Context: an optimization exercise on an open-source flow, tuned for small area and a short achievable clock period. The choices shown serve that exercise and are no tape-out recipe.
Where RTL was checked, it was by simulation tests only, not by an equivalence proof against the original.
Only the layout flow was run in runs 4 and 5; the RTL was not checked for function there.
Power and IR drop assume default switching activity.

## flow/config.mk

```make
export PLATFORM = sky130hd
export DESIGN_NAME = sram_bank
export DESIGN_NICKNAME = sram_bank
export VERILOG_FILES = /design/flow/design.v
export SDC_FILE = /design/flow/constraint.sdc
export NUM_CORES = 4
export LEC_CHECK = 0
export CAP_MARGIN = 20
export CORE_MARGIN = 2
export CORE_UTILIZATION = 60
export CTS_BUF_LIST = sky130_fd_sc_hd__clkbuf_8
export CTS_CLUSTER_SIZE = 30
export SETUP_SLACK_MARGIN = 2.6
export SLEW_MARGIN = 20
export SYNTH_HIERARCHICAL = 1
export SYNTH_MINIMUM_KEEP_SIZE = 0
```

## flow/constraint.sdc

```tcl
create_clock -name core_clock -period 5.0 [get_ports {clk}]
set_input_delay 1.0000 -clock core_clock [delete_from_list [all_inputs] [get_ports {clk}]]
set_output_delay 1.0000 -clock core_clock [all_outputs]
set_load 0.01 [all_outputs]
```

## flow/design.v

```verilog
module sram_aoi222 (
    input  logic a1, a2, b1, b2, c1, c2,
    output logic y
);
    assign y = !((a1 && a2) || (b1 && b2) || (c1 && c2));
endmodule
module sram_aoi22 (
    input  logic a1, a2, b1, b2,
    output logic y
);
    assign y = !((a1 && a2) || (b1 && b2));
endmodule
module sram_nandn #(
    parameter int N = 11
) (
    input  logic [N-1:0] t,
    output logic         y
);
    assign y = !(&t);
endmodule
module sram_lane (
    input  logic word_n,
    input  logic byte_n,
    output logic en
);
    assign en = !(word_n || byte_n);
endmodule
module sram_rdbit #(
    parameter int N = 33
) (
    input  logic [N-1:0] sel,
    input  logic [N-1:0] d,
    output logic             y
);
    localparam int NG3 = N / 3;
    localparam int REM = N % 3;
    localparam int NT  = NG3 + (REM != 0 ? 1 : 0);
    logic [NT-1:0] t;
    for (genvar g = 0; g < NG3; g++) begin : g_aoi
        sram_aoi222 u_aoi (
            .a1(sel[3*g]),   .a2(d[3*g]),
            .b1(sel[3*g+1]), .b2(d[3*g+1]),
            .c1(sel[3*g+2]), .c2(d[3*g+2]),
            .y(t[g])
        );
    end
    if (REM == 2) begin : g_rem2
        sram_aoi22 u_aoi (
            .a1(sel[3*NG3]),   .a2(d[3*NG3]),
            .b1(sel[3*NG3+1]), .b2(d[3*NG3+1]),
            .y(t[NG3])
        );
    end else if (REM == 1) begin : g_rem1
        assign t[NG3] = !(sel[3*NG3] && d[3*NG3]);
    end
    sram_nandn #(.N(NT)) u_or (.t(t), .y(y));
endmodule
module sram_bank #(
    parameter int ADDR_WIDTH = 5,
    parameter int DATA_WIDTH = 64
) (
    input  logic                    clk,
    input  logic                    rst_n,
    input  logic                    req_valid,
    output logic                    req_ready,
    input  logic                    req_we,
    input  logic [ADDR_WIDTH-1:0]   req_addr,
    input  logic [DATA_WIDTH-1:0]   req_wdata,
    input  logic [DATA_WIDTH/8-1:0] req_be,
    output logic                    rsp_valid,
    input  logic                    rsp_ready,
    output logic [DATA_WIDTH-1:0]   rsp_rdata,
    output logic                    init_busy
);
    localparam int DEPTH = 2 ** ADDR_WIDTH;
    localparam int NB    = DATA_WIDTH / 8;
    logic [DATA_WIDTH-1:0] mem_q [DEPTH];
    logic                  init_q;
    logic [ADDR_WIDTH-1:0] init_cnt;
    always_ff @(posedge clk or negedge rst_n) begin
        if (!rst_n) begin
            init_q   <= 1'b1;
            init_cnt <= '0;
        end else if (init_q) begin
            init_cnt <= init_cnt + 1'b1;
            if (&init_cnt) init_q <= 1'b0;
        end
    end
    assign init_busy = rst_n && init_q;
    assign req_ready = !init_q && (!rsp_valid || rsp_ready);
    logic wr_accept;
    assign wr_accept = req_valid && req_ready && req_we;
    logic [ADDR_WIDTH-1:0] w_addr;
    logic [NB-1:0]         w_be_n;
    logic                  w_en;
    logic [DATA_WIDTH-1:0] w_data;
    logic [DEPTH-1:0]      w_word_n;
    assign w_addr = init_q ? init_cnt : req_addr;
    assign w_be_n = ~(req_be | {NB{init_q}});
    assign w_en   = init_q || wr_accept;
    assign w_data = init_q ? '0 : req_wdata;
    always_comb begin
        for (int w = 0; w < DEPTH; w++) begin
            w_word_n[w] = !(w_en && (w_addr == ADDR_WIDTH'(w)));
        end
    end
    for (genvar w = 0; w < DEPTH; w++) begin : g_word
        for (genvar b = 0; b < NB; b++) begin : g_byte
            logic lane_en;
            sram_lane u_lane (.word_n(w_word_n[w]), .byte_n(w_be_n[b]), .en(lane_en));
            always_ff @(posedge clk) begin
                if (lane_en) begin
                    mem_q[w][8*b +: 8] <= w_data[8*b +: 8];
                end
            end
        end
    end
    logic                  rd_accept;
    logic                  rsp_ld;
    logic [DEPTH:0]        rsel;
    logic [DATA_WIDTH-1:0] rword;
    assign rd_accept = req_valid && req_ready && !req_we;
    assign rsp_ld    = !rsp_valid || rsp_ready;
    always_comb begin
        for (int w = 0; w < DEPTH; w++) begin
            rsel[w] = rsp_ld && (req_addr == ADDR_WIDTH'(w));
        end
        rsel[DEPTH] = !rsp_ld;
    end
    for (genvar i = 0; i < DATA_WIDTH; i++) begin : g_rd
        logic [DEPTH:0] col;
        for (genvar w = 0; w < DEPTH; w++) begin : g_col
            assign col[w] = mem_q[w][i];
        end
        assign col[DEPTH] = rsp_rdata[i];
        sram_rdbit #(.N(DEPTH + 1)) u_rd (.sel(rsel), .d(col), .y(rword[i]));
    end
    always_ff @(posedge clk or negedge rst_n) begin
        if (!rst_n) begin
            rsp_valid <= 1'b0;
        end else if (rsp_ld) begin
            rsp_valid <= rd_accept;
        end
    end
    always_ff @(posedge clk) begin
        rsp_rdata <= rword;
    end
endmodule
```

## flow/run.sh

```bash
#!/bin/bash
# synth_recipe.tcl (not shown) runs the flow's synth.tcl, then flattens the netlist and writes it again
# the make line also repeats each setting of config.mk as NAME=value (left out here)
make -C /OpenROAD-flow-scripts/flow DESIGN_CONFIG=/design/flow/config.mk WORK_HOME=/design/flow/orfs CLKGATE_MAP_FILE= SYNTH_SCRIPT=/design/flow/synth_recipe.tcl finish
```

==> results of run 1 <==
-- layout by cell type (no fill, tap or decap), types with 57 or more instances in the layout --
master and n:
nand4_1 148, nand3_1 65, edfxtp_1 2048, nor2_4 301
buf_12 235, clkbuf_8 362, buf_6 201, a222oi_1 704
clkdlybuf4s50_1 74, inv_1 124, clkinv_1 57, buf_4 228
or3_1 64
-- stage by stage --
stage	hold slack (ns)	utilization, %	worst slack, ns	cell area (um^2)	instances
floorplan	0.503	-	1.35	76400	3613
global placement	0.538	65.8	0.729	81100	5487
detailed placement	0.548	65.9	0.711	81100	5487
CTS	0.245	75.7	1.95	93300	6441
global route	0.0149	78.2	1.91	96300	6596
finish	0.0392	78.2	1.94	96300	6601
-- modules after synthesis, one instance, submodules excluded, a selection --
module	cells inside	cell area (um^2)	flip-flops and latches
sram_bank	2397	64700	2119
sram_aoi222	1	10.0	0
sram_lane	1	3.75	0
-- cell usage after synthesis, types with 2 or more instances --
cell type / instances
mux2_2: 2
and2_1: 2
dfxtp_1: 64
nand2b_1: 7
nor2_1: 298
nand3_1: 81
o21ai_1: 5
a222oi_1: 704
clkbuf_1: 13
buf_2: 4
or3_1: 67
edfxtp_1: 2048
nand3b_1: 3
nand4_1: 148
buf_4: 65
nor2b_1: 65
nand2_1: 6
xnor2_1: 2
ha_1: 2
dfrtp_1: 6
o22ai_1: 2
or3b_1: 2
-- power breakdown --
part | internal, mW | total (mW) | switching [mW] | leakage [nW]
clock network | 7.01 | 13.6 | 6.55 | 3.61
logic | 0.759 | 1.87 | 1.11 | 9.14
registers | 19.6 | 19.8 | 0.145 | 19.1
-- logic make-up after synthesis --
kind of cell	share of synthesized area (%)
adder cells (fa/ha/maj)	0.0337
AND/OR/NAND/NOR	4.65
AO/OA/AOI/OAI	9.63
buffers and inverters	0.771
flip-flops	84.8
multiplexers	0.0438
XOR/XNOR	0.0354
-- timing repair --
| action | 4_1_cts | 5_1_grt |
|---|---|---|
| endpoints found under the setup margin | 2239 | 2608 |
| hold buffers | 0 | 1 |
| hold endpoints to repair | 0 | 6 |
| gates resized for setup | 738 | 184 |
| cloned | 27 | 39 |
| setup buffers | 336 | 114 |
| pin swaps | 381 | 259 |
-- per-layer routing --
metal	global-route usage [%]	up-vias	part of all wire [%]
li1	-	18700	-
met1	50.1	24100	34
met2	57.6	4107	46
met3	10.4	722	15
met4	19.1	2	5.6
met5	0	-	0.0052
-- worst max path at each step --
stage / end / from / cells after the start / slack, ns
final: rsp_rdata[4]$_DFF_P_ / rsp_valid$_DFFE_PN0N_ / 10 / 1.94
after global routing: rsp_rdata[4]$_DFF_P_ / rsp_valid$_DFFE_PN0N_ / 10 / 1.91
after CTS: req_ready / rsp_valid$_DFFE_PN0N_ / 5 / 1.95
after detailed placement: rsp_rdata[33]$_DFF_P_ / rsp_ready / 9 / 0.71
after global placement: rsp_rdata[14]$_DFF_P_ / req_addr[0] / 9 / 0.73
after floorplan: rsp_rdata[10]$_DFF_P_ / rsp_ready / 7 / 1.35
-- state kept, by name (all words and copies together) (netlist names) --
name / cells
mem_q: 2048
rsp_rdata: 64
init_cnt: 5
init_q: 1
rsp_valid: 1
-- layout make-up --
| class | count | share of cell area [%] |
|---|---|---|
| antenna | 6 | 0.0156 |
| clock buffer | 362 | 5.17 |
| clock inverter | 229 | 1.15 |
| inverter | 1 | 0.00779 |
| multi-input combinational | 1421 | 14.3 |
| sequential | 2119 | 65.5 |
| tap | 1637 | 2.13 |
| timing repair buffer | 826 | 11.7 |
==> flow_metrics.tcl, run 1 <==
set metrics [dict create \
    crit_type "reg2reg" \
    insertion_delay_ns 1.02 \
    synth_fp_nets 3697 \
    path_cells "nand2b_4 > clkinvlp_4 > buf_4 > buf_6 > or3_4 > nor2_4 > bufbuf_16 > a222oi_1 > nand4_1 > or3_1" \
    initialDrtViolationCount 10100 \
    cp-start-kind "flop" \
    synthToLayoutAreaGrowth_pct 29.8 \
    grt-ovfl-total 0 \
    syn_avg_cell_area_um2 20.5 \
    start_util_pct 60.3 \
    netlist_top_cells_area "edfxtp_1, a222oi_1, dfxtp_1" \
    skew_ns 0.0446 \
    synth-seq-cells 2119 \
    fmax_mhz 327 \
    firstDrtPassIters 13 \
    yosys.cell_types.count 39 \
    cts-htree-levels 5 \
    worstPathRequired_ns 5.86 \
    critPathMaxStageDelay_ns 0.57 \
    path_clk_slew_ns 0.06 \
    cp_top_family "simple AND/OR/NAND/NOR gates" \
    regArea_um2 63100 \
    cts-root-buf "clkbuf_8" \
    cts_tree "built" \
    synth_top_area_share_pct 82.9 \
    dp_hpwl_um 131000 \
    grt_pass1_vias 45300 \
    regToRegStartpoint "rsp_valid$_DFFE_PN0N_" \
    grt_pass1_wl_um 329000 \
    timing.final.crit_share_pct 61.2 \
    yosysSeqAreaShare_pct 84.8 \
    die_y_um 356 \
    grt_max_degree 65 \
    maxCapViolCount 0 \
    gp_congestion 0.877 \
    netlist_area_um2 74200 \
    drt_wl_total_um 252000 \
    setup_viol 0 \
    cp.arrival_ns 3.92 \
    synth_cells 3613 \
    yosysWarnings 8 \
    fp-row-count 129 \
    fp.dieW_um 356 \
    crit_fanout 28 \
    tns_ns 0 \
    portBuffers 148 \
    power_density_nw_per_um2 365 \
    worstReg2RegEnd "rsp_rdata[4]$_DFF_P_" \
    min_path_type "in2async" \
    num_vias 47600 \
    leakagePower_nw 31.8 \
    rsz0062_at_grt "yes" \
    async_flop_share_pct 0.330 \
    wire_per_inst_um 38.2 \
    synth_edf_count 2048 \
    ant_nets 0 \
    core_area_um2 123000 \
    io_pins 149 \
    dieArea_um2 127000 \
    antenna_found_initial 8 \
    path_buf_inv 4 \
    relSlewSlack_pct 20.7 \
    cts_buffers 342 \
    status "finished clean" \
    rrSetupSlack_ns 1.94 \
    period_needed_ns 3.06 \
    end_kind "flop" \
    fillers 6351 \
    layout-drive-gt1-share_pct 33.2 \
    multi_input_area_um2 13700 \
    vias_per_cell 7.22 \
    ff2ff_path_depth 10 \
    cts.sinks 2119 \
    cts.path.max_buffers 4 \
    worst_pin_slew_ns 1.19 \
    drc 0 \
    critPathSlowestCell "a222oi_1" \
    finalPower_mw 35.2 \
    drv_slew 0 \
    ys.flop_type "edfxtp_1" \
    yosys.area.top_type "edfxtp_1" \
    irDropWorstVdd_v 0.000340 \
    nets 4795 \
    grt_usage_pct 37.6 \
    final-hold-violation-count 0 \
]
==> run 2, diff against run 1 <==
--- a/flow/config.mk
+++ b/flow/config.mk
@@ -8,7 +8,5 @@
 export CAP_MARGIN = 20
 export CORE_MARGIN = 2
-export CORE_UTILIZATION = 60
-export CTS_BUF_LIST = sky130_fd_sc_hd__clkbuf_8
-export CTS_CLUSTER_SIZE = 30
+export CORE_UTILIZATION = 40
 export SETUP_SLACK_MARGIN = 2.6
 export SLEW_MARGIN = 20
==> run 2 against run 1 <==
Worst setup slack better by 0.039 ns. Clock skew grew 0.0022 ns. Still clean. Die area is 49% higher. Largest cell class unchanged. Synthesized cell count unchanged. Worst hold slack gained 0.11 ns. Final cell count rose by 9.3%. Clock-buffer cell count is 83 lower.
==> flow_metrics.tcl, run 2 <==
set metrics [dict create \
    drt_wl_total_um 244000 \
    min_path_type "in2async" \
    firstDrtPassIters 10 \
    netlist_area_um2 74200 \
    path_cells "clkdlybuf4s15_1 > nand2b_4 > clkinvlp_4 > buf_6 > buf_12 > buf_16 > or3_4 > buf_12 > buf_6 > nor2_4 > buf_6 > buf_12 > a222oi_1 > nand4_1 > or3_1" \
    setup_viol 0 \
    crit_type "in2reg" \
    rrSetupSlack_ns 1.99 \
    cts_buffers 199 \
    antenna_found_initial 8 \
    largest_reg_flops 2048 \
    fp-row-count 158 \
    core_area_um2 185000 \
    synth-seq-cells 2119 \
    mostFrequentLayoutCells "edfxtp_1, a222oi_1, nor2_4" \
    die_y_um 435 \
    yosysWarnings 8 \
    final_common_cell "edfxtp_1" \
    p_seq_share_pct 54.9 \
    netlist_top_cells_area "edfxtp_1, a222oi_1, dfxtp_1" \
    fmax_mhz 331 \
    critPathLaunch "rsp_ready" \
    num_vias 45600 \
    gp_congestion 0.820 \
    grt_max_degree 65 \
    wire_per_inst_um 33.8 \
    vias_per_cell 6.32 \
    synth_common_cells "edfxtp_1, a222oi_1, nor2_1" \
    skew_ns 0.0469 \
    internal_power_mw 28.3 \
    async_flop_share_pct 0.330 \
    dieArea_um2 189000 \
    critPathSlowestCell "a222oi_1" \
    tns_ns 0 \
    fillers 14000 \
    yosys.area.top_type "edfxtp_1" \
    grt_usage_pct 24.6 \
    clkPwrFrac_pct 40.4 \
    rsz0062_at_grt "yes" \
    regMostFlops "mem_q" \
    worstReg2RegEnd "rsp_rdata[1]$_DFF_P_" \
    grt_pass1_wl_um 332000 \
    worstPathRequired_ns 5.72 \
    ant_nets 0 \
    syn_avg_cell_area_um2 20.5 \
    grt_pass1_vias 43500 \
    worst_pin_slew_ns 0.911 \
    synth_edf_count 2048 \
    dp_hpwl_um 136000 \
    top_regs "mem_q x2048, rsp_rdata x64, init_cnt x5" \
    drv_slew 0 \
    yosys.cell_types.count 39 \
    cts-htree-levels 4 \
    cp-start-kind "input pin" \
    cp_top_family "buffers and inverters" \
    power.switching_mw 7.77 \
    synthToLayoutAreaGrowth_pct 31.4 \
    cts.path.max_buffers 3 \
    cts-root-buf "clkbuf_16" \
    yosysSeqAreaShare_pct 84.8 \
    cts_tree "built" \
    final-hold-violation-count 0 \
    finalPower_mw 36.0 \
    maxCapViolCount 0 \
    end_kind "flop" \
    synth_cells 3613 \
    status "finished clean" \
    cts.sinks 2119 \
    switching_share_pct 21.6 \
    start_util_pct 40.1 \
    crit_fanout 6 \
    power.share.combinational_pct 4.7 \
    cp.arrival_ns 3.74 \
    power_density_nw_per_um2 370 \
    nets 4651 \
    leakagePower_nw 31.1 \
    irDropWorstVdd_v 0.000294 \
    timing.final.crit_share_pct 60.4 \
    drc 0 \
    synth_most_common_cell "edfxtp_1" \
    relSlewSlack_pct 39.1 \
    insertion_delay_ns 0.86 \
    layout-drive-gt1-share_pct 31.7 \
    grt-ovfl-total 0 \
    initialDrtViolationCount 9065 \
    path_clk_slew_ns 0.06 \
    synth_top_area_share_pct 82.9 \
    ys.flop_type "edfxtp_1" \
    portBuffers 148 \
    path_buf_inv 9 \
    utilization_pct 52.8 \
    critPathMaxStageDelay_ns 0.49 \
    ff2ff_path_depth 14 \
    fp.dieW_um 435 \
    io_pins 149 \
    synth_fp_nets 3697 \
    period_needed_ns 3.02 \
    regToRegStartpoint "rsp_valid$_DFFE_PN0N_" \
]
## run 2: cell types whose count changed in the layout (fill, tap and decap cells not counted), sizes merged
cell	delta
nor2	+1
inv	-120
clkinvlp	+5
clkdlybuf4s15	+3
clkinv	-28
bufinv	-1
and2	-1
bufbuf	-3
nor2b	-4
dlymetal6s2s	-1
buf	+27
clkbuf	-105
dlygate4sd3	-1
## run 2: layer usage
layer / track usage (%) / up-vias / share of wire (%)
li1: - / 18400 / -
met1: 32.4 / 23600 / 36
met2: 39.1 / 3075 / 48
met3: 4.73 / 535 / 11
met4: 12.2 / 2 / 5.2
met5: 0 / - / 0.0078
## run 2: worst max-delay path by stage
stage                                        to  slack, ns  cells after the start
after floorplan           rsp_rdata[10]$_DFF_P_       1.35                      7
after global placement    rsp_rdata[41]$_DFF_P_       0.59                      7
after detailed placement  rsp_rdata[35]$_DFF_P_       0.62                     10
after CTS                             init_busy       1.95                      3
after global routing       rsp_rdata[1]$_DFF_P_       1.93                     14
final                      rsp_rdata[1]$_DFF_P_       1.98                     15
## run 2: repair_timing
item,4_1_cts,5_1_grt
endpoints found under the setup margin,2713,2083
pin swaps,437,306
buffers inserted,362,78
gates resized for setup,779,149
cloned,31,8
hold buffers,0,0
## run 2: area by class of cell
class | instances | area (um^2) | area share [%]
clock inverter | 85 | 781 | 0.801
sequential | 2119 | 63100 | 64.7
inverter | 1 | 7.51 | 0.00770
clock buffer | 279 | 5470 | 5.61
antenna | 6 | 15.0 | 0.0154
timing repair buffer | 829 | 11400 | 11.7
tap | 2480 | 3100 | 3.18
multi-input combinational | 1417 | 13600 | 14.0
## run 2: Yosys stat by module (local to each module, per instance), a selection
| module | cell area [um^2] | flip-flops and latches | copies in the design |
|---|---|---|---|
| sram_aoi222 | 10.0 | 0 | 704 |
| sram_lane | 3.75 | 0 | 256 |
| sram_bank | 64700 | 2119 | 1 |
## run 2: cell families after synthesis
kind of cell	Yosys count	share of synthesized area, %
DFF	2119	84.8
AOI/OAI and AO/OA	716	9.63
and+or+nand+nor	686	4.65
buffers and inverters	84	0.771
xor gates and xnor gates	3	0.0354
muxes	3	0.0438
adders and majority gates	2	0.0337
## run 2: per-stage QoR
stage | instances | area [um^2] | worst slack [ns] | hold WS (ns)
2_1_floorplan | 3613 | 76400 | 1.35 | 0.503
3_3_place_gp | 6365 | 82300 | 0.589 | 0.539
3_5_place_dp | 6367 | 82300 | 0.620 | 0.543
4_1_cts | 7124 | 95700 | 1.95 | 0.0830
5_1_grt | 7214 | 97500 | 1.93 | 0.123
6_report | 7216 | 97500 | 1.98 | 0.149
## run 2: power by group through the flow
stage / Clock, mW / Combinational (mW) / Sequential (mW)
final: 14.6 / 1.70 / 19.8
after global routing: 15.4 / 1.76 / 19.8
after CTS: 14.7 / 1.62 / 19.8
after detailed placement: 0 / 1.43 / 20.1
after global placement: 0 / 1.40 / 20.1
after floorplan: 0 / 0.782 / 20.0
==> run 3, diff against run 2 <==
--- a/flow/config.mk
+++ b/flow/config.mk
@@ -9,5 +9,4 @@
 export CORE_MARGIN = 2
 export CORE_UTILIZATION = 40
-export SETUP_SLACK_MARGIN = 2.6
 export SLEW_MARGIN = 20
 export SYNTH_HIERARCHICAL = 1
==> run 3 against run 2 <==
Total power is 1.7% higher. Sequential share of layout area is 6.7 points higher. Combinational power is 21% lower. Worst hold slack better by 0.37 ns. Utilization is 5.1 points lower. Critical path depth is 9 lower. Still clean. Worst setup slack worse by 0.95 ns. Design area is 9.6% lower. Routed wire length is 11% lower. Largest power group unchanged.
==> flow_metrics.tcl, run 3 <==
set metrics [dict create \
    status "finished clean" \
    grt_usage_pct 22.5 \
    cts-htree-levels 4 \
    mostFrequentLayoutCells "edfxtp_1, a222oi_1, buf_4" \
    nets 4299 \
    yosysSeqAreaShare_pct 84.8 \
    syn_avg_cell_area_um2 20.5 \
    gp_congestion 0.847 \
    finalPower_mw 36.7 \
    maxCapViolCount 0 \
    dp_hpwl_um 139000 \
    wire_per_inst_um 31.7 \
    post_cts_resized 0 \
    final_area_um2 88200 \
    use_met2_pct 36.1 \
    initialDrtViolationCount 8730 \
    synth_top_area_share_pct 82.9 \
    async_flop_share_pct 0.330 \
    firstDrtPassIters 9 \
    regMostFlops "mem_q" \
    netlist_area_um2 74200 \
    layout-drive-gt1-share_pct 17.0 \
    netlist_top_cells_area "edfxtp_1, a222oi_1, dfxtp_1" \
    synth_cells 3613 \
    die_y_um 435 \
    fp.dieW_um 435 \
    cp-start-kind "input pin" \
    final-hold-violation-count 0 \
    core_area_um2 185000 \
    synth_common_cells "edfxtp_1, a222oi_1, nor2_1" \
    path_clk_slew_ns 0.06 \
    fmax_mhz 252 \
    fp-row-count 158 \
    synthToLayoutAreaGrowth_pct 18.8 \
    worst_pin_slew_ns 1.13 \
    largest_reg_flops 2048 \
    crit_type "in2out" \
    grt_pass1_vias 40600 \
    ys.flop_type "edfxtp_1" \
    irDropWorstVdd_v 0.000349 \
    cts-root-buf "clkbuf_16" \
    ff2ff_path_depth 6 \
    drv_slew 0 \
    grt_pass1_wl_um 306000 \
    yosys.cell_types.count 39 \
    worstPathRequired_ns 4.00 \
    utilization_pct 47.7 \
    yosys.area.top_type "edfxtp_1" \
    post_dp_cell_area_um2 81300 \
    synth_edf_count 2048 \
    rrSetupSlack_ns 1.23 \
    fin_hold_ws_ns 0.521 \
    num_vias 42400 \
    setup_viol 0 \
    top_regs "mem_q x2048, rsp_rdata x64, init_cnt x5" \
    antenna_found_initial 2 \
    min_path_type "in2async" \
    end_kind "output port" \
    hold_buffers 0 \
    period_needed_ns 3.97 \
    tns_ns 0 \
    final_common_cell "edfxtp_1" \
    synth_fp_nets 3697 \
    cp.arrival_ns 2.97 \
    portBuffers 148 \
    insertion_delay_ns 0.83 \
    dieArea_um2 189000 \
    io_pins 149 \
    synth_most_common_cell "edfxtp_1" \
    rsz0062_at_grt "no" \
    met3_usage_pct 3.85 \
    yosysWarnings 8 \
    relSlewSlack_pct 24.5 \
    start_util_pct 40.1 \
    leakagePower_nw 28.0 \
    timing.final.crit_share_pct 79.4 \
    vias_per_cell 6.18 \
    cts_setup_buffers 0 \
    cts.sinks 2119 \
    power_density_nw_per_um2 416 \
    cts.path.max_buffers 3 \
    grt_use_met1_pct 30.6 \
    busiest_layer "met2" \
    grt-ovfl-total 0 \
    drc 0 \
    grt_max_degree 65 \
    crit_fanout 41 \
    cts_buffers 201 \
    drt_wl_total_um 218000 \
    ant_nets 0 \
    cts_tree "built" \
    synth-seq-cells 2119 \
    skew_ns 0.0239 \
]
[run 3: cell count changes in the layout (fill, tap and decap cells not counted), moves of 27 or more]
cell             delta
dfxtp_1            +64
buf_12            -258
buf_4             +119
buf_16             -27
nor2_1            +257
nor2_4            -270
buf_6             -192
clkdlybuf4s50_1    +74
dfxtp_4            -41
[run 3: logic make-up (layout without fill, tap and decap cells)]
logic type | Yosys count | count (layout) | share of synthesized area [%]
mux | 3 | 3 | 0.0438
simple gates | 686 | 686 | 4.65
xor+xnor | 3 | 3 | 0.0354
other cells | 0 | 2 | 0
flops | 2119 | 2119 | 84.8
buf+inv | 84 | 862 | 0.771
fa+ha+maj | 2 | 2 | 0.0337
compound gates | 716 | 716 | 9.63
[run 3: power breakdown]
| part | internal [mW] | switching, mW | total, mW |
|---|---|---|---|
| logic | 0.496 | 0.850 | 1.35 |
| registers | 19.6 | 0.171 | 19.8 |
| clock network | 9.13 | 6.43 | 15.6 |
[run 3: metal layers]
| layer | share of wire [%] | vias to the layer above | wire [um] |
|---|---|---|---|
| met5 | 0.0060 | - | 13 |
| met4 | 3.9 | 2 | 8450 |
| met3 | 10 | 338 | 22000 |
| met2 | 48 | 2639 | 105000 |
| met1 | 38 | 21800 | 82700 |
| li1 | - | 17600 | - |
[run 3: critical path: stages]
cell             delay (ns)
clkdlybuf4s50_1        0.39
nand2b_2               0.24
clkinv_2               0.12
buf_4                  0.53
nor2_1                 0.16
clkdlybuf4s50_1        0.53
[run 3: per-module statistics from Yosys (local to each module, per instance), a selection]
module	cells	flops+latches	copies in the design	area [um^2]
sram_lane	1	0	256	3.75
sram_bank	2397	2119	1	64700
sram_aoi222	1	0	704	10.0
[run 3: final timing paths]
check | end | start
worst max register to register | mem_q[11][53]$_DFFE_PP_ | init_q$_DFF_PN1_
worst min register to register | rsp_rdata[36]$_DFF_P_ | mem_q[25][36]$_DFFE_PP_
max in group asynchronous | init_q$_DFF_PN1_ | rst_n
worst min-delay path | init_cnt[3]$_DFFE_PN0P_ | rst_n
worst max-delay path | req_ready | rsp_ready
min in group core_clock | rsp_rdata[36]$_DFF_P_ | mem_q[25][36]$_DFFE_PP_
[run 3: per-stage QoR]
step / instances / setup WS [ns]
detailed placement: 6491 / 0.525
floorplan: 3613 / 0.0516
CTS: 6870 / 1.03
global route: 6872 / 0.971
finish: 6873 / 1.03
global placement: 6489 / 0.493
[run 3: layout make-up]
class / count / area [um^2]
inverters: 1 / 5.00
fillers: 15100 / 96700
multi-input cells: 1410 / 11200
repair buffers: 482 / 4140
flip-flops and latches: 2119 / 63000
well taps: 2480 / 3100
clock buffers: 283 / 5660
clock inverters: 96 / 1140
diodes: 2 / 5.00
==> run 4, diff against run 3 <==
--- a/flow/design.v
+++ b/flow/design.v
@@ -76,17 +76,19 @@
     localparam int NB    = DATA_WIDTH / 8;
     logic [DATA_WIDTH-1:0] mem_q [DEPTH];
+    logic                  done_q;
     logic                  init_q;
     logic [ADDR_WIDTH-1:0] init_cnt;
     always_ff @(posedge clk or negedge rst_n) begin
         if (!rst_n) begin
-            init_q   <= 1'b1;
+            done_q   <= 1'b0;
             init_cnt <= '0;
-        end else if (init_q) begin
+        end else if (!done_q) begin
             init_cnt <= init_cnt + 1'b1;
-            if (&init_cnt) init_q <= 1'b0;
+            if (&init_cnt) done_q <= 1'b1;
         end
     end
-    assign init_busy = rst_n && init_q;
-    assign req_ready = !init_q && (!rsp_valid || rsp_ready);
+    assign init_q    = !done_q;
+    assign init_busy = rst_n && !done_q;
+    assign req_ready = done_q && (!rsp_valid || rsp_ready);
     logic wr_accept;
     assign wr_accept = req_valid && req_ready && req_we;
--- a/flow/config.mk
+++ b/flow/config.mk
@@ -9,4 +9,7 @@
 export CORE_MARGIN = 2
 export CORE_UTILIZATION = 40
+export CTS_CLUSTER_DIAMETER = 80
+export CTS_CLUSTER_SIZE = 25
+export SETUP_SLACK_MARGIN = 2.6
 export SLEW_MARGIN = 20
 export SYNTH_HIERARCHICAL = 1
==> run 4 against run 3 <==
Highest routed layer unchanged. Synthesized area about the same. Design area up 7.2%. Worst setup slack better by 1.1 ns.
==> flow_metrics.tcl, run 4 <==
set metrics [dict create \
    final-hold-violation-count 0 \
    use_met2_pct 39.2 \
    synth_most_common_cell "edfxtp_1" \
    async_flop_share_pct 0.330 \
    irDropWorstVdd_v 0.000265 \
    largest_reg_flops 2048 \
    tns_ns 0 \
    fin_hold_ws_ns 0.401 \
    drt_wl_total_um 247000 \
    period_needed_ns 2.90 \
    power.share.combinational_pct 5.6 \
    synth_top_area_share_pct 82.8 \
    initialDrtViolationCount 9400 \
    skew_ns 0.0419 \
    cp_top_family "multiplexers" \
    leakagePower_nw 29.5 \
    gp_congestion 0.877 \
    netlist_area_um2 74300 \
    crit_fanout 10 \
    final_common_cell "edfxtp_1" \
    cts.path.max_buffers 3 \
    critPathMaxStageDelay_ns 0.73 \
    portBuffers 148 \
    ys.flop_type "edfxtp_1" \
    switching_share_pct 21.5 \
    path_buf_inv 3 \
    wire_per_inst_um 34.8 \
    dp_cells 6463 \
    synth_edf_count 2048 \
    die_y_um 435 \
    cts_tree "built" \
    ant_nets 0 \
    cts-htree-levels 3 \
    cp-start-kind "flop" \
    layout-drive-gt1-share_pct 29.6 \
    power.switching_mw 6.59 \
    dp_hpwl_um 140000 \
    path_clk_slew_ns 0.10 \
    fmax_mhz 345 \
    drc 0 \
    critPathMostFrequentCell "buf_6" \
    syn_avg_cell_area_um2 20.6 \
    rsz0062_at_grt "yes" \
    fp-row-count 158 \
    final_cell_count_no_fill 7086 \
    synth-seq-cells 2119 \
    cts.sinks 2119 \
    timing.final.crit_share_pct 57.9 \
    vias_per_cell 6.38 \
    cp.arrival_ns 3.34 \
    yosys.area.top_type "edfxtp_1" \
    antenna_found_initial 8 \
    end_kind "flop" \
    cts_buffers 96 \
    synth_fp_nets 3698 \
    yosysWarnings 8 \
    fp.dieW_um 435 \
    dieArea_um2 189000 \
    netlist_top_cells_area "edfxtp_1, a222oi_1, dfxtp_1" \
    cts-root-buf "clkbuf_16" \
    start_util_pct 40.1 \
    io_pins 149 \
    core_area_um2 185000 \
    grt_usage_pct 25.0 \
    power_density_nw_per_um2 324 \
    synth_cells 3614 \
    synthToLayoutAreaGrowth_pct 27.2 \
    internal_power_mw 24.1 \
    synth_common_cells "edfxtp_1, a222oi_1, nor2_1" \
    status "finished clean" \
    path_cells "buf_6 > mux2i_2 > nand4_1 > buf_6 > buf_12 > nor2_4" \
    grt-ovfl-total 0 \
    worst_pin_slew_ns 1.09 \
    yosysSeqAreaShare_pct 84.8 \
    crit_type "reg2reg" \
    maxCapViolCount 0 \
    min_path_type "in2async" \
    p_seq_share_pct 64.4 \
    fillers 14400 \
    grt_max_degree 41 \
    yosys.cell_types.count 38 \
    met3_usage_pct 4.68 \
    num_vias 45200 \
    critPathSlowestCell "mux2i_2" \
    drv_slew 0 \
    grt_pass1_vias 43200 \
    firstDrtPassIters 9 \
    worstPathRequired_ns 5.45 \
    clkPwrFrac_pct 29.9 \
    mostFrequentLayoutCells "edfxtp_1, a222oi_1, nor2_4" \
    grt_use_met1_pct 32.4 \
    relSlewSlack_pct 27.0 \
    top_regs "mem_q x2048, rsp_rdata x64, init_cnt x5" \
    busiest_layer "met2" \
    regMostFlops "mem_q" \
    setup_viol 0 \
    grt_pass1_wl_um 335000 \
    insertion_delay_ns 0.76 \
    nets 4607 \
]
==> run 4: layer usage <==
metal	vias up	part of all wire [%]
li1	18200	-
met1	23300	35
met2	3145	47
met3	507	12
met4	4	6.7
met5	-	0.0093
==> run 4: area by class of cell <==
cell class	instances	area, um^2	area share [%]
timing repair buffer	875	11900	12.6
antenna	3	7.51	0.00795
sequential	2119	63100	66.8
tap	2480	3100	3.28
clock inverter	6	88.8	0.0940
multi-input combinational	1430	13500	14.3
inverter	1	7.51	0.00795
clock buffer	172	2780	2.94
==> run 4: power by group through the flow <==
stage | clock network [mW] | logic (mW) | registers (mW)
floorplan | 0 | 0.708 | 20.0
detailed placement | 0 | 1.36 | 20.1
global route | 9.79 | 1.77 | 19.8
finish | 9.18 | 1.72 | 19.8
CTS | 9.21 | 1.65 | 19.8
global placement | 0 | 1.34 | 20.1
==> run 4: timing repair <==
item,CTS,global route
gates cloned,54,3
pin swaps,384,290
gates resized for setup,1269,139
setup endpoints to repair,2819,2114
hold buffers,0,0
buffers inserted,323,62
==> run 4: path summary, 6_finish.rpt <==
check	startpoint	to	slack, ns	depth (start not counted)
setup / recovery	done_q$_DFF_PN0_	mem_q[9][28]$_DFFE_PP_	2.10	6
hold / removal	rst_n	init_cnt[1]$_DFFE_PN0N_	0.40	2
setup reg to reg	done_q$_DFF_PN0_	mem_q[9][28]$_DFFE_PP_	2.10	6
hold reg to reg	mem_q[31][34]$_DFFE_PP_	rsp_rdata[34]$_DFF_P_	0.57	3
max in group asynchronous	rst_n	done_q$_DFF_PN0_	4.40	2
min in group core_clock	mem_q[31][34]$_DFFE_PP_	rsp_rdata[34]$_DFF_P_	0.57	3
==> run 4: worst reg2reg max path, stage by stage, from the launching register on <==
cell and delay (ns):
dfrtp_4 0.50, buf_6 0.24, mux2i_2 0.73, nand4_1 0.43, buf_6 0.29, buf_12 0.15, nor2_4 0.24
==> run 4: metrics by stage <==
step	setup slack [ns]	utilization, %	cell area (um^2)	total power, mW
2_1_floorplan	1.34	-	74500	20.7
3_3_place_gp	0.548	43.8	81100	21.5
3_5_place_dp	0.515	44.0	81400	21.5
4_1_cts	2.25	50.3	93200	30.6
5_1_grt	2.06	51.1	94500	31.3
6_report	2.10	51.1	94500	30.7
==> run 4: logic make-up after synthesis <==
| group | Yosys count | synth area share (%) |
|---|---|---|
| muxes | 7 | 0.118 |
| buffers and inverters | 82 | 0.767 |
| adders and majority gates | 2 | 0.0337 |
| xor gates and xnor gates | 3 | 0.0354 |
| AOI/OAI and AO/OA | 712 | 9.57 |
| and+or+nand+nor | 689 | 4.71 |
| DFF | 2119 | 84.8 |
==> run 4: per-module statistics from Yosys, one instance, submodules excluded, excerpt <==
module	cell area [um^2]	flip-flops and latches	copies in the design
sram_lane	3.75	0	256
sram_bank	64700	2119	1
sram_aoi222	10.0	0	704
==> run 5, diff against run 4 <==
==> flow/flow/run.sh (new file) <==
#!/bin/bash
# Standard ORFS layout (the standard.sh) with three changes:
#  - port buffers are sky130_fd_sc_hd__buf_2 cells,
#  - the resizer may swap a cell for one of another footprint,
#  - CTS clusters up to 25 sinks within 80 um and inserts no dummy loads.
# make's full output goes to flow_make.log here; ORFS's per-step logs stay
# under orfs/logs/.
set -euo pipefail
bash standard.sh \
  MATCH_CELL_FOOTPRINT=0 \
  "BUFFER_PORTS_ARGS=-buffer_cell sky130_fd_sc_hd__buf_2" \
  "CTS_ARGS=-sink_clustering_enable -repair_clock_nets -dont_use_dummy_load -sink_clustering_size 25 -sink_clustering_max_diameter 80" \
  finish > flow_make.log 2>&1
==> flow/standard.sh (new file) <==
#!/bin/bash
# synth_recipe.tcl (not shown) runs the flow's synth.tcl, then flattens the netlist and writes it again
# the make line also repeats each setting of config.mk as NAME=value (left out here)
make -C /OpenROAD-flow-scripts/flow DESIGN_CONFIG=/design/flow/config.mk WORK_HOME=/design/flow/orfs CLKGATE_MAP_FILE= SYNTH_SCRIPT=/design/flow/synth_recipe.tcl "${@:-finish}"
--- a/flow/config.mk
+++ b/flow/config.mk
@@ -9,6 +9,4 @@
 export CORE_MARGIN = 2
 export CORE_UTILIZATION = 40
-export CTS_CLUSTER_DIAMETER = 80
-export CTS_CLUSTER_SIZE = 25
 export SETUP_SLACK_MARGIN = 2.6
 export SLEW_MARGIN = 20
removed: flow/run.sh
==> run 5 against run 4 <==
Synthesized cell count is the same. Final cell count shrank 2.9%. Clock-buffer cell count shrank 76. Clock power shrank 6.6%. Still clean on timing, DRC and antenna. Utilization shrank 1.8 points. Synthesized area is the same. Combinational power shrank 9%. Clock skew grew 0.043 ns. Worst setup slack lost 0.16 ns. Non-clock buffer count shrank 129. Largest cell class unchanged. Sequential cell count is the same.
==> flow_metrics.tcl, run 5 <==
set metrics [dict create \
    status "finished clean" \
    io_pins 149 \
    synth_top_area_share_pct 82.8 \
    syn_avg_cell_area_um2 20.6 \
    crit_fanout 6 \
    yosysWarnings 8 \
    synth_cells 3614 \
    regToRegStartpoint "rsp_valid$_DFFE_PN0N_" \
    yosys.area.top_type "edfxtp_1" \
    setup_viol 0 \
    ys.flop_type "edfxtp_1" \
    final_cell_count_no_fill 6884 \
    gp_congestion 0.867 \
    rsz0062_at_grt "yes" \
    synth_most_common_cell "edfxtp_1" \
    tns_ns 0 \
    regMostFlops "mem_q" \
    fp.dieW_um 435 \
    yosys.cell_types.count 38 \
    power_density_nw_per_um2 328 \
    netlist_area_um2 74300 \
    nets 4481 \
    synth_common_cells "edfxtp_1, a222oi_1, nor2_1" \
    vias_per_cell 6.50 \
    utilization_pct 49.2 \
    final_common_cell "edfxtp_1" \
    min_path_type "in2async" \
    drc 0 \
    cp.arrival_ns 3.70 \
    die_y_um 435 \
    synth_fp_nets 3698 \
    synth-xor-area-share_pct 0.0354 \
    grt_max_degree 41 \
    synth_adder_area_share_pct 0.0337 \
    start_util_pct 40.1 \
    cts-htree-levels 3 \
    top_regs "mem_q x2048, rsp_rdata x64, init_cnt x5" \
    wire_per_inst_um 35.1 \
    largest_reg_flops 2048 \
    synthToLayoutAreaGrowth_pct 22.7 \
    dp_hpwl_um 136000 \
    yosysSeqAreaShare_pct 84.8 \
    worst_pin_slew_ns 1.10 \
    grt_pass1_wl_um 320000 \
    synthMuxAreaShare_pct 0.118 \
    fp-row-count 158 \
    path_clk_slew_ns 0.10 \
    drv_slew 0 \
    async_flop_share_pct 0.330 \
    cp-start-kind "input pin" \
    cts-root-buf "clkbuf_16" \
    relSlewSlack_pct 26.8 \
    grt-ovfl-total 0 \
    netlist_top_cells_area "edfxtp_1, a222oi_1, dfxtp_1" \
    num_vias 44700 \
    synth-seq-cells 2119 \
    cts.sinks 2119 \
    crit_type "in2reg" \
    irDropWorstVdd_v 0.000255 \
    synth_top_family_by_area "compound AO/OA/AOI/OAI gates" \
    ant_nets 0 \
    drt_wl_total_um 242000 \
    fmax_mhz 327 \
    end_kind "flop" \
    synth_edf_count 2048 \
    skew_ns 0.0853 \
    insertion_delay_ns 0.77 \
    cts_tree "built" \
    worstPathRequired_ns 5.64 \
    timing.final.crit_share_pct 61.2 \
    cts_buffers 96 \
    dp_cells 6314 \
    grt_pass1_vias 41400 \
    antenna_found_initial 9 \
    synthSimpleGateAreaFrac_pct 4.71 \
    layout-drive-gt1-share_pct 28.7 \
    maxCapViolCount 0 \
    initialDrtViolationCount 8923 \
    final-hold-violation-count 0 \
    grt_usage_pct 23.7 \
    period_needed_ns 3.06 \
    cts.path.max_buffers 3 \
    synth_compound_area_share_pct 9.57 \
    critPathLaunch "rsp_ready" \
    core_area_um2 185000 \
    post_dp_cell_area_um2 79200 \
    portBuffers 148 \
    fillers 14700 \
    final_area_um2 91100 \
    firstDrtPassIters 13 \
    dieArea_um2 189000 \
    leakagePower_nw 28.2 \
    mostFrequentLayoutCells "edfxtp_1, a222oi_1, nor2_4" \
]
## run 5: cell counts after synthesis
No cell type changed its count.
## run 5: final timing paths
| check | to | slack, ns | cells after the start |
|---|---|---|---|
| max | rsp_rdata[13]$_DFF_P_ | 1.94 | 14 |
| min | done_q$_DFF_PN0_ | 0.19 | 1 |
| max reg2reg | rsp_rdata[13]$_DFF_P_ | 1.98 | 13 |
| min reg2reg | rsp_rdata[27]$_DFF_P_ | 0.54 | 3 |
| max in group asynchronous | rsp_valid$_DFFE_PN0N_ | 4.42 | 1 |
| min in group core_clock | rsp_valid$_DFFE_PN0N_ | 0.49 | 2 |
## run 5: through the flow
| step | hold slack [ns] | worst slack, ns | total power [mW] |
|---|---|---|---|
| floorplan | 0.504 | 1.34 | 20.7 |
| global route | 0.167 | 1.98 | 30.5 |
| global placement | 0.532 | 0.844 | 21.3 |
| finish | 0.191 | 1.94 | 29.8 |
| CTS | 0.115 | 2.09 | 29.7 |
| detailed placement | 0.536 | 0.840 | 21.3 |
## run 5: worst max-delay path, stage by stage
cell and delay [ns]:
buf_6 0.09, nand2b_4 0.22, clkinvlp_4 0.20, buf_6 0.13
buf_12 0.09, or3_4 0.15, buf_6 0.11, nor2_4 0.03
buf_12 0.16, buf_12 0.14, clkbuf_16 0.16, a222oi_1 0.44
nand4_1 0.35, or3_1 0.42
## run 5: area by class of cell
cell class	instances	area (um^2)	share of cell area, %
well taps	2480	3100	3.41
clock buffers	96	2400	2.64
repair buffers	746	9010	9.89
diodes	9	22.5	0.0247
multi-input cells	1433	13600	14.9
inverters	1	7.51	0.00824
flip-flops and latches	2119	63000	69.1
## run 5: Yosys stat by module, one instance, submodules excluded, excerpt
module | flops+latches | cell area [um^2] | cells | copies in the design
sram_aoi222 | 0 | 10.0 | 1 | 704
sram_bank | 2119 | 64700 | 2398 | 1
sram_lane | 0 | 3.75 | 1 | 256
## run 5: repair_timing
| item | 4_1_cts | 5_1_grt |
|---|---|---|
| hold buffers | 0 | 0 |
| gates resized for setup | 684 | 269 |
| cloned | 45 | 8 |
| endpoints found under the setup margin | 2600 | 1848 |
| pin swaps | 319 | 280 |
| buffers inserted | 230 | 182 |
| endpoints found under the hold margin | 0 | 0 |
## run 5: kinds of logic after synthesis
| group | after synthesis |
|---|---|
| AO/OA/AOI/OAI | 712 |
| adder cells (fa/ha/maj) | 2 |
| AND/OR/NAND/NOR | 689 |
| buffers and inverters | 82 |
| flip-flops | 2119 |
| multiplexers | 7 |
| XOR/XNOR | 3 |
## run 5: routing by layer
metal | track usage, % | vias up | part of all wire, % | wire (um)
met5 | 0.202 | - | 0.0054 | 13
met4 | 14.2 | 2 | 7.2 | 17400
met3 | 3.60 | 597 | 11 | 26800
met2 | 37.5 | 3224 | 46 | 112000
met1 | 31.3 | 23000 | 35 | 85600
li1 | - | 17900 | - | -
## run 5: power by group
group	internal, mW	switching [mW]	total (mW)
Clock	3.44	5.14	8.57
Sequential	19.6	0.143	19.7
Combinational	0.511	1.05	1.56
Total	23.5	6.33	29.8

-- afterwards: timing with drivers on the ports --
The results above use ideal ports. As a check the final layouts listed here were re-extracted and re-timed, cells and wires unchanged. Step 1, drivers: a clkbuf_16 drives clk and a buf_2 each remaining input, both assumed. Step 2, shift: input delay + t, output delay - t, t = (earliest + latest rising clock arrival at the registers) / 2. This alone moves slack from input paths to output paths. Slacks: ideal / step 1 / step 2; pairs: ideal / step 1.
run	t (ns)	setup WS [ns]	hold slack, ns	worst setup path after step 2	slew at the worst register clock pin (ns)
run 1	1.062	1.940 / 1.920 / 1.003	0.039 / -0.004 / 0.556	input to register	0.08 / 0.08
run 2	0.943	1.979 / 1.968 / 1.116	0.149 / 0.066 / 0.547	input to register	0.07 / 0.07
run 3	0.907	1.032 / 1.011 / 0.368	0.521 / 0.452 / 0.559	input to register	0.07 / 0.07
run 4	0.843	2.103 / 2.096 / 1.253	0.401 / 0.330 / 0.570	input to register	0.11 / 0.11
run 5	0.815	1.940 / 1.980 / 1.181	0.191 / 0.122 / 0.541	input to register	0.11 / 0.11
After both steps setup and hold are still met in every run listed. For run 1, which loses most, drivers alone change the setup slack by -0.020 ns; drivers and shift together by -0.937 ns.
